Source: an optimization exercise on an open RTL-to-GDS flow (aim: small area, a short achievable clock period and few clock cycles per item). Production flows keep margins and buffers that such runs may drop. RTL that was checked went through simulation tests only; none was proved equivalent to the original. Power is estimated from default activity; no workload was simulated.

==> flow/design.v (excerpt) <==
module segment_address_translation_core (
    input  logic                         i_clk,
    input  logic                         i_rst_n,
    input  logic                         i_cfg_valid,
    output logic                         o_cfg_ready,
    input  logic [sat_pkg::DATA_W-1:0]   i_cfg_data,
    input  logic                         i_valid,
    output logic                         o_ready,
    input  logic                         i_action,
    input  logic [sat_pkg::DATA_W-1:0]   i_logical_address,
    input  logic [sat_pkg::DATA_W-1:0]   i_byte_count,
    input  logic [sat_pkg::SLOT_W-1:0]   i_entry_slot,
    input  logic [sat_pkg::ID_W-1:0]     i_entry_id,
    input  logic [sat_pkg::DATA_W-1:0]   i_entry_base,
    input  logic [sat_pkg::DATA_W-1:0]   i_entry_size,
    input  logic                         i_entry_valid,
    output logic                         o_valid,
    input  logic                         i_ready,
    output logic [sat_pkg::DATA_W-1:0]   o_physical_address,
    output logic                         o_fault,
    output logic [sat_pkg::DATA_W-1:0]   o_segment_number,
    output logic [sat_pkg::DATA_W-1:0]   o_offset
);
Size: roughly 4100 cells after synthesis, ~150 I/O pins, ~62000 µm² of cells after synthesis.
Settings: LEC_CHECK=0, CAP_MARGIN=20, CORE_MARGIN=2, CORE_UTILIZATION=40, SETUP_SLACK_MARGIN=2.3, SLEW_MARGIN=20; clock period 5.0 ns.
run.sh (not shown) runs the stock make flow with config.mk's settings and CLKGATE_MAP_FILE= SYNTH_SCRIPT=/design/flow/synth_recipe.tcl, a recipe that flattens the netlist after the stock synthesis.
The starting point ran to the end with no violations.
Testbench counts at the start, summed over its fixed seeds: cycles 4,920, items 4,800.
Then changed:
--- a/flow/design.v
+++ b/flow/design.v
@@ -201,35 +201,38 @@
         end else if (p == 0) begin : g_d0
             assign nD[p*16 +: 16] = r_div;
         end else begin : g_dn
             assign nD[p*16 +: 16] = nD[(p-1)*16 +: 16];
         end
     end
     assign div_busy = |busy_at;
+    logic [16:0] r_cd15;
+    always_ff @(posedge i_clk) begin
+        if (adv) r_cd15 <= {1'b0, nC[14*16 +: 16]} - {1'b0, nD[14*16 +: 16]};
+    end
     logic        m_v, m_ld;
     logic [15:0] m_q, m_r, m_c;
     logic [12:0] m_x;
     logic        m_hit;
     logic [15:0] m_sel;
     logic [15:0] m_t;
-    logic [16:0] m_sum, m_sum_keep, m_sum_sub;
+    logic [16:0] m_sum_keep, m_sum_sub;
     assign m_v  = nv[16];
     assign m_ld = nld[16];
     assign m_q  = nQ[16*16 +: 16];
     assign m_r  = nR[16*16 +: 16];
     assign m_c  = nC[16*16 +: 16];
     assign m_x  = m_q[15:3];
     logic [15:0]  t_live;
     logic [127:0] t_ids;
     logic [15:0]  t_base [16];
     logic [15:0]  t_size [16];
     assign m_t        = {nR[15*16 +: 15], nQ[15*16 + 15]};
     assign m_sum_keep = {1'b0, m_t} + {1'b0, m_c};
-    assign m_sum_sub  = {1'b0, m_t} + {1'b0, m_c} - {1'b0, nD[15*16 +: 16]};
-    assign m_sum      = m_q[0] ? m_sum_sub : m_sum_keep;
+    assign m_sum_sub  = {1'b0, m_t} + r_cd15;
     sat_match u_match (
         .i_key  (m_q),
         .i_live (t_live),
         .i_ids  (t_ids),
         .o_hit  (m_hit),
         .o_sel  (m_sel)
     );
@@ -243,48 +246,50 @@
         end else if (t_we) begin
             t_live[t_slot] <= m_x[8];
         end
     end
     always_ff @(posedge i_clk) begin
         if (t_we) begin
             t_ids[t_slot*8 +: 8] <= m_x[7:0];
-            t_base[t_slot]       <= m_r;
+            t_base[t_slot]       <= m_t;
             t_size[t_slot]       <= m_c;
         end
     end
     logic        f_v, f_ld, f_hit;
     logic [15:0] f_sel;
     logic [15:0] f_q, f_r;
-    logic [16:0] f_sum;
+    logic [16:0] f_sum_keep, f_sum_sub;
     always_ff @(posedge i_clk) begin
         if (!i_rst_n)  f_v <= 1'b0;
         else if (adv)  f_v <= m_v;
     end
     always_ff @(posedge i_clk) begin
         if (adv) begin
             f_ld  <= m_ld;
             f_hit <= m_hit;
             f_sel <= m_sel;
             f_q   <= m_q;
             f_r   <= m_r;
-            f_sum <= m_sum;
+            f_sum_keep <= m_sum_keep;
+            f_sum_sub  <= m_sum_sub;
         end
     end
     logic [15:0] f_base, f_size, f_phys;
     logic        f_fault;
     always_comb begin
         f_base = '0;
         f_size = '0;
         for (int i = 0; i < 16; i++) begin
             f_base = f_base | ({16{f_sel[i]}} & t_base[i]);
             f_size = f_size | ({16{f_sel[i]}} & t_size[i]);
         end
     end
     assign f_phys  = f_base + f_r;
-    assign f_fault = !f_hit || (f_sum > {1'b0, f_size});
+    assign f_fault = !f_hit || (f_q[0] ? (f_sum_sub  > {1'b0, f_size})
+                                       : (f_sum_keep > {1'b0, f_size}));
     always_ff @(posedge i_clk) begin
         if (!i_rst_n)  r_out_valid <= 1'b0;
         else if (adv)  r_out_valid <= f_v;
     end
     always_ff @(posedge i_clk) begin
         if (adv) begin
             r_out_phys  <= f_phys;
=>
- register-to-register slack gains 0.35 ns
- hold slack loses 0.0076 ns
- clock skew goes down by 0.0067 ns
- synthesized cell count goes up by 1.1%
- core utilization goes down by 0.18 points
No functional check of the RTL was part of the second run of this note.

---

The RTL this note starts from:
==> flow/design.v <==
package sat_pkg;
    localparam int SEGMENTS   = 16;
    localparam int DATA_W     = 16;
    localparam int ID_W       = 8;
    localparam int SLOT_W     = 4;
    localparam logic [DATA_W-1:0] MAX_SEG_RESET = 16'd64;
    localparam logic [16:0] DIV_REGPOS = 17'b0_1111_1111_1111_1000;
    localparam logic [16:0] DIV_COPYPOS = 17'b0_0001_0010_0100_1000;
endpackage
module sat_div_step #(
    parameter int STEP = 0
) (
    input  logic [15:0] i_rem,
    input  logic [15:0] i_quo,
    input  logic [15:0] i_div,
    input  logic        i_hz,
    input  logic        i_load,
    input  logic        i_xbit,
    output logic [15:0] o_rem,
    output logic [15:0] o_quo
);
    localparam int W = STEP + 1;
    logic [W-1:0] t, d, g, p, gg, pp, bor;
    logic         ge;
    always_comb begin
        if (STEP == 0) t = i_quo[15];
        else           t = {i_rem[W-2:0], i_quo[15]};
        d = i_div[W-1:0];
        g = ~t & d;
        p = ~(t ^ d);
        gg = g;
        pp = p;
        for (int s = 1; s < W; s = s * 2) begin
            for (int i = W - 1; i >= s; i--) begin
                gg[i] = gg[i] | (pp[i] & gg[i-s]);
                pp[i] = pp[i] & pp[i-s];
            end
        end
        bor = '0;
        for (int i = 1; i < W; i++) bor[i] = gg[i-1];
        ge = i_hz && !gg[W-1] && !i_load;
        o_rem = '0;
        o_rem[W-1:0] = t ^ ({W{ge}} & (d ^ bor));
    end
    assign o_quo = {i_quo[14:0], i_load ? i_xbit : ge};
endmodule
module sat_match (
    input  logic [15:0]  i_key,
    input  logic [15:0]  i_live,
    input  logic [127:0] i_ids,
    output logic         o_hit,
    output logic [15:0]  o_sel
);
    logic [15:0] m;
    logic [15:0] below;
    always_comb begin
        for (int i = 0; i < 16; i++)
            m[i] = i_live[i] && (i_key[15:8] == 8'd0) && (i_key[7:0] == i_ids[i*8 +: 8]);
        below[0] = 1'b0;
        for (int i = 1; i < 16; i++) below[i] = below[i-1] | m[i-1];
        o_sel = m & ~below;
        o_hit = |m;
    end
endmodule
module segment_address_translation_core (
    input  logic                         i_clk,
    input  logic                         i_rst_n,
    input  logic                         i_cfg_valid,
    output logic                         o_cfg_ready,
    input  logic [sat_pkg::DATA_W-1:0]   i_cfg_data,
    input  logic                         i_valid,
    output logic                         o_ready,
    input  logic                         i_action,
    input  logic [sat_pkg::DATA_W-1:0]   i_logical_address,
    input  logic [sat_pkg::DATA_W-1:0]   i_byte_count,
    input  logic [sat_pkg::SLOT_W-1:0]   i_entry_slot,
    input  logic [sat_pkg::ID_W-1:0]     i_entry_id,
    input  logic [sat_pkg::DATA_W-1:0]   i_entry_base,
    input  logic [sat_pkg::DATA_W-1:0]   i_entry_size,
    input  logic                         i_entry_valid,
    output logic                         o_valid,
    input  logic                         i_ready,
    output logic [sat_pkg::DATA_W-1:0]   o_physical_address,
    output logic                         o_fault,
    output logic [sat_pkg::DATA_W-1:0]   o_segment_number,
    output logic [sat_pkg::DATA_W-1:0]   o_offset
);
    localparam logic [16:0] RP = sat_pkg::DIV_REGPOS;
    localparam logic [16:0] CP = sat_pkg::DIV_COPYPOS;
    logic        adv;
    logic        in_fire;
    logic        div_busy;
    logic [15:0] r_max_seg;
    logic [15:0] r_div;
    logic [16:1] r_hz;
    logic        r_dpend;
    logic        r_out_valid;
    logic [15:0] r_out_phys;
    logic        r_out_fault;
    logic [15:0] r_out_seg;
    logic [15:0] r_out_off;
    assign adv         = !r_out_valid || i_ready;
    assign o_ready     = adv && !r_dpend;
    assign o_cfg_ready = 1'b1;
    assign in_fire     = i_valid && o_ready;
    always_ff @(posedge i_clk) begin
        if (!i_rst_n) begin
            r_max_seg <= sat_pkg::MAX_SEG_RESET;
            r_div     <= sat_pkg::MAX_SEG_RESET;
            r_hz      <= hz_of(sat_pkg::MAX_SEG_RESET);
            r_dpend   <= 1'b0;
        end else if (i_cfg_valid) begin
            r_max_seg <= i_cfg_data;
            if (!div_busy && !in_fire) begin
                r_div   <= i_cfg_data;
                r_hz    <= hz_of(i_cfg_data);
                r_dpend <= 1'b0;
            end else begin
                r_dpend <= 1'b1;
            end
        end else if (r_dpend && !div_busy) begin
            r_div   <= r_max_seg;
            r_hz    <= hz_of(r_max_seg);
            r_dpend <= 1'b0;
        end
    end
    function automatic logic [16:1] hz_of(input logic [15:0] d);
        for (int k = 1; k <= 16; k++) hz_of[k] = ((d >> k) == 16'd0);
    endfunction
    logic [16:0]    nv, nld;
    logic [17*16-1:0] nR, nQ, nC;
    logic [17*13-1:0] nX;
    logic [16:0]    busy_at;
    logic [17*16-1:0] nD;
    for (genvar p = 0; p <= 16; p++) begin : g_node
        logic        sv, sld;
        logic [15:0] sR, sQ, sC;
        logic [12:0] sX;
        if (p == 0) begin : g_src_in
            assign sv  = in_fire;
            assign sld = !i_action;
            assign sR  = '0;
            assign sQ  = i_action ? i_logical_address : i_entry_base;
            assign sC  = i_action ? i_byte_count : i_entry_size;
            assign sX  = {i_entry_slot, i_entry_valid, i_entry_id};
        end else begin : g_src_step
            sat_div_step #(.STEP(p - 1)) u_step (
                .i_rem   (nR[(p-1)*16 +: 16]),
                .i_quo   (nQ[(p-1)*16 +: 16]),
                .i_div   (nD[(p-1)*16 +: 16]),
                .i_hz    (((CP & ((17'd1 << p) - 17'd1)) == 17'd0) ? r_hz[p]
                                                                   : (nD[(p-1)*16 +: 16] >> p == 16'd0)),
                .i_load  (nld[p-1]),
                .i_xbit  (nX[(p-1)*13 + 12]),
                .o_rem   (sR),
                .o_quo   (sQ)
            );
            assign sv  = nv[p-1];
            assign sld = nld[p-1];
            assign sC  = nC[(p-1)*16 +: 16];
            assign sX  = {nX[(p-1)*13 +: 12], 1'b0};
        end
        if (RP[p]) begin : g_reg
            logic        r_v, r_ld;
            logic [15:0] r_R, r_Q, r_C;
            logic [12:0] r_X;
            always_ff @(posedge i_clk) begin
                if (!i_rst_n)  r_v <= 1'b0;
                else if (adv)  r_v <= sv;
            end
            always_ff @(posedge i_clk) begin
                if (adv) begin
                    r_ld <= sld;
                    r_R  <= sR;
                    r_Q  <= sQ;
                    r_C  <= sC;
                    r_X  <= sX;
                end
            end
            assign nv[p]            = r_v;
            assign nld[p]           = r_ld;
            assign nR[p*16 +: 16]   = r_R;
            assign nQ[p*16 +: 16]   = r_Q;
            assign nC[p*16 +: 16]   = r_C;
            assign nX[p*13 +: 13]   = r_X;
            assign busy_at[p]       = (p < 16) && r_v && !r_ld;
        end else begin : g_wire
            assign nv[p]            = sv;
            assign nld[p]           = sld;
            assign nR[p*16 +: 16]   = sR;
            assign nQ[p*16 +: 16]   = sQ;
            assign nC[p*16 +: 16]   = sC;
            assign nX[p*13 +: 13]   = sX;
            assign busy_at[p]       = 1'b0;
        end
        if (CP[p]) begin : g_dcopy
            logic [15:0] r_dc;
            always_ff @(posedge i_clk) r_dc <= nD[(p-1)*16 +: 16];
            assign nD[p*16 +: 16] = r_dc;
        end else if (p == 0) begin : g_d0
            assign nD[p*16 +: 16] = r_div;
        end else begin : g_dn
            assign nD[p*16 +: 16] = nD[(p-1)*16 +: 16];
        end
    end
    assign div_busy = |busy_at;
    logic [16:0] r_cd15;
    always_ff @(posedge i_clk) begin
        if (adv) r_cd15 <= {1'b0, nC[14*16 +: 16]} - {1'b0, nD[14*16 +: 16]};
    end
    logic        m_v, m_ld;
    logic [15:0] m_q, m_r, m_c;
    logic [12:0] m_x;
    logic        m_hit;
    logic [15:0] m_sel;
    logic [15:0] m_t;
    logic [16:0] m_sum_keep, m_sum_sub;
    assign m_v  = nv[16];
    assign m_ld = nld[16];
    assign m_q  = nQ[16*16 +: 16];
    assign m_r  = nR[16*16 +: 16];
    assign m_c  = nC[16*16 +: 16];
    assign m_x  = m_q[15:3];
    logic [15:0]  t_live;
    logic [127:0] t_ids;
    logic [15:0]  t_base [16];
    logic [15:0]  t_size [16];
    assign m_t        = {nR[15*16 +: 15], nQ[15*16 + 15]};
    assign m_sum_keep = {1'b0, m_t} + {1'b0, m_c};
    assign m_sum_sub  = {1'b0, m_t} + r_cd15;
    sat_match u_match (
        .i_key  (m_q),
        .i_live (t_live),
        .i_ids  (t_ids),
        .o_hit  (m_hit),
        .o_sel  (m_sel)
    );
    logic        t_we;
    logic [3:0]  t_slot;
    assign t_we   = adv && m_v && m_ld;
    assign t_slot = m_x[12:9];
    always_ff @(posedge i_clk) begin
        if (!i_rst_n) begin
            t_live <= '0;
        end else if (t_we) begin
            t_live[t_slot] <= m_x[8];
        end
    end
    always_ff @(posedge i_clk) begin
        if (t_we) begin
            t_ids[t_slot*8 +: 8] <= m_x[7:0];
            t_base[t_slot]       <= m_t;
            t_size[t_slot]       <= m_c;
        end
    end
    logic        f_v, f_ld, f_hit;
    logic [15:0] f_sel;
    logic [15:0] f_q, f_r;
    logic [16:0] f_sum_keep, f_sum_sub;
    always_ff @(posedge i_clk) begin
        if (!i_rst_n)  f_v <= 1'b0;
        else if (adv)  f_v <= m_v;
    end
    always_ff @(posedge i_clk) begin
        if (adv) begin
            f_ld  <= m_ld;
            f_hit <= m_hit;
            f_sel <= m_sel;
            f_q   <= m_q;
            f_r   <= m_r;
            f_sum_keep <= m_sum_keep;
            f_sum_sub  <= m_sum_sub;
        end
    end
    logic [15:0] f_base, f_size;
    logic        f_fault;
    always_comb begin
        f_base = '0;
        f_size = '0;
        for (int i = 0; i < 16; i++) begin
            f_base = f_base | ({16{f_sel[i]}} & t_base[i]);
            f_size = f_size | ({16{f_sel[i]}} & t_size[i]);
        end
    end
    assign f_fault = !f_hit || (f_q[0] ? (f_sum_sub  > {1'b0, f_size})
                                       : (f_sum_keep > {1'b0, f_size}));
    logic        g_v, g_ld, g_fault;
    logic [15:0] g_base, g_q, g_r;
    always_ff @(posedge i_clk) begin
        if (!i_rst_n)  g_v <= 1'b0;
        else if (adv)  g_v <= f_v;
    end
    always_ff @(posedge i_clk) begin
        if (adv) begin
            g_ld    <= f_ld;
            g_fault <= f_fault;
            g_base  <= f_base;
            g_q     <= f_ld ? '0 : f_q;
            g_r     <= f_ld ? '0 : f_r;
        end
    end
    always_ff @(posedge i_clk) begin
        if (!i_rst_n)  r_out_valid <= 1'b0;
        else if (adv)  r_out_valid <= g_v;
    end
    always_ff @(posedge i_clk) begin
        if (adv) begin
            r_out_phys  <= (g_ld || g_fault) ? '0 : (g_base + g_r);
            r_out_fault <= !g_ld && g_fault;
            r_out_seg   <= g_q;
            r_out_off   <= g_r;
        end
    end
    assign o_valid            = r_out_valid;
    assign o_physical_address = r_out_phys;
    assign o_fault            = r_out_fault;
    assign o_segment_number   = r_out_seg;
    assign o_offset           = r_out_off;
endmodule
export LEC_CHECK = 0
export CAP_MARGIN = 20
export CORE_MARGIN = 2
export CORE_UTILIZATION = 55
export CTS_BUF_LIST = sky130_fd_sc_hd__clkbuf_4 sky130_fd_sc_hd__clkbuf_8
export SETUP_SLACK_MARGIN = 1.9
export SLEW_MARGIN = 20
create_clock -name core_clock -period 5.0 [get_ports {i_clk}]
Change:
--- a/flow/design.v
+++ b/flow/design.v
@@ -4,7 +4,7 @@
     localparam int ID_W       = 8;
     localparam int SLOT_W     = 4;
     localparam logic [DATA_W-1:0] MAX_SEG_RESET = 16'd64;
-    localparam logic [16:0] DIV_REGPOS = 17'b0_1111_1111_1111_1000;
+    localparam logic [16:0] DIV_REGPOS = 17'b1_1111_1111_1111_1000;
     localparam logic [16:0] DIV_COPYPOS = 17'b0_0001_0010_0100_1000;
 endpackage
 module sat_div_step #(
@@ -204,17 +204,12 @@
         end
     end
     assign div_busy = |busy_at;
-    logic [16:0] r_cd15;
-    always_ff @(posedge i_clk) begin
-        if (adv) r_cd15 <= {1'b0, nC[14*16 +: 16]} - {1'b0, nD[14*16 +: 16]};
-    end
     logic        m_v, m_ld;
     logic [15:0] m_q, m_r, m_c;
     logic [12:0] m_x;
     logic        m_hit;
     logic [15:0] m_sel;
-    logic [15:0] m_t;
-    logic [16:0] m_sum_keep, m_sum_sub;
+    logic [16:0] m_sum;
     assign m_v  = nv[16];
     assign m_ld = nld[16];
     assign m_q  = nQ[16*16 +: 16];
@@ -225,9 +220,7 @@
     logic [127:0] t_ids;
     logic [15:0]  t_base [16];
     logic [15:0]  t_size [16];
-    assign m_t        = {nR[15*16 +: 15], nQ[15*16 + 15]};
-    assign m_sum_keep = {1'b0, m_t} + {1'b0, m_c};
-    assign m_sum_sub  = {1'b0, m_t} + r_cd15;
+    assign m_sum = {1'b0, m_r} + {1'b0, m_c};
     sat_match u_match (
         .i_key  (m_q),
         .i_live (t_live),
@@ -249,14 +242,14 @@
     always_ff @(posedge i_clk) begin
         if (t_we) begin
             t_ids[t_slot*8 +: 8] <= m_x[7:0];
-            t_base[t_slot]       <= m_t;
+            t_base[t_slot]       <= m_r;
             t_size[t_slot]       <= m_c;
         end
     end
     logic        f_v, f_ld, f_hit;
     logic [15:0] f_sel;
     logic [15:0] f_q, f_r;
-    logic [16:0] f_sum_keep, f_sum_sub;
+    logic [16:0] f_sum;
     always_ff @(posedge i_clk) begin
         if (!i_rst_n)  f_v <= 1'b0;
         else if (adv)  f_v <= m_v;
@@ -268,12 +261,10 @@
             f_sel <= m_sel;
             f_q   <= m_q;
             f_r   <= m_r;
-            f_sum_keep <= m_sum_keep;
-            f_sum_sub  <= m_sum_sub;
+            f_sum  <= m_sum;
         end
     end
     logic [15:0] f_base, f_size;
-    logic        f_fault;
     always_comb begin
         f_base = '0;
         f_size = '0;
@@ -282,23 +273,26 @@
             f_size = f_size | ({16{f_sel[i]}} & t_size[i]);
         end
     end
-    assign f_fault = !f_hit || (f_q[0] ? (f_sum_sub  > {1'b0, f_size})
-                                       : (f_sum_keep > {1'b0, f_size}));
-    logic        g_v, g_ld, g_fault;
-    logic [15:0] g_base, g_q, g_r;
+    logic        g_v, g_ld, g_hit;
+    logic [15:0] g_base, g_size, g_q, g_r;
+    logic [16:0] g_sum;
     always_ff @(posedge i_clk) begin
         if (!i_rst_n)  g_v <= 1'b0;
         else if (adv)  g_v <= f_v;
     end
     always_ff @(posedge i_clk) begin
         if (adv) begin
-            g_ld    <= f_ld;
-            g_fault <= f_fault;
-            g_base  <= f_base;
-            g_q     <= f_ld ? '0 : f_q;
-            g_r     <= f_ld ? '0 : f_r;
+            g_ld   <= f_ld;
+            g_hit  <= f_hit;
+            g_base <= f_base;
+            g_size <= f_size;
+            g_sum  <= f_sum;
+            g_q    <= f_ld ? '0 : f_q;
+            g_r    <= f_ld ? '0 : f_r;
         end
     end
+    logic g_fault;
+    assign g_fault = !g_hit || (g_sum > {1'b0, g_size});
     always_ff @(posedge i_clk) begin
         if (!i_rst_n)  r_out_valid <= 1'b0;
         else if (adv)  r_out_valid <= g_v;
Result: Synthesized cell count goes down by 3.2%. Combinational power shrinks by 34%. Wire length shrinks by 8.8%. Sequential power grows by about 4%. Cell area shrinks by 2.3%. Power shrinks by 1.7%. Clock power rose by about 5%. Global-route usage decreases by 1.9 points. Die area falls by 0.32%. Flip-flop and latch count rose by 49. Critical path depth goes up by 1.
Testbench counts after the change, summed over its fixed seeds: cycles 4,936, items 4,800.
No functional check of the RTL was part of the first run of this note.

## port drivers added, routing unchanged
No port has a modelled driver above. Below, the same layouts with a new extraction and two added sets of constraints.
Step 1, drivers: a clkbuf_16 drives i_clk and a buf_2 each remaining input, both assumed.
Step 2, shift: input delay + t, output delay - t, t = (earliest + latest rising clock arrival at the registers) / 2. This alone moves slack from input paths to output paths.
a / b / c = ideal / step 1 / step 2; a / b = the first two.
run	t (ns)	setup slack, ns	worst register clock-pin slew, ns	worst data-port slew with drivers (ns)
the first run of note 1	0.853	1.282 / 1.282 / 1.282	0.07 / 0.07	0.07
the second run of note 1	0.863	1.629 / 1.629 / 1.401	0.07 / 0.07	0.05
the first run of note 2	0.958	1.804 / 1.804 / 1.155	0.07 / 0.07	0.05
the second run of note 2	1.012	1.943 / 1.943 / 1.051	0.06 / 0.06	0.04
After both steps every run listed still meets setup and hold. The setup slack of the second run of note 2, which loses most, moves by 0.000 ns with the drivers and by -0.892 ns with both steps.
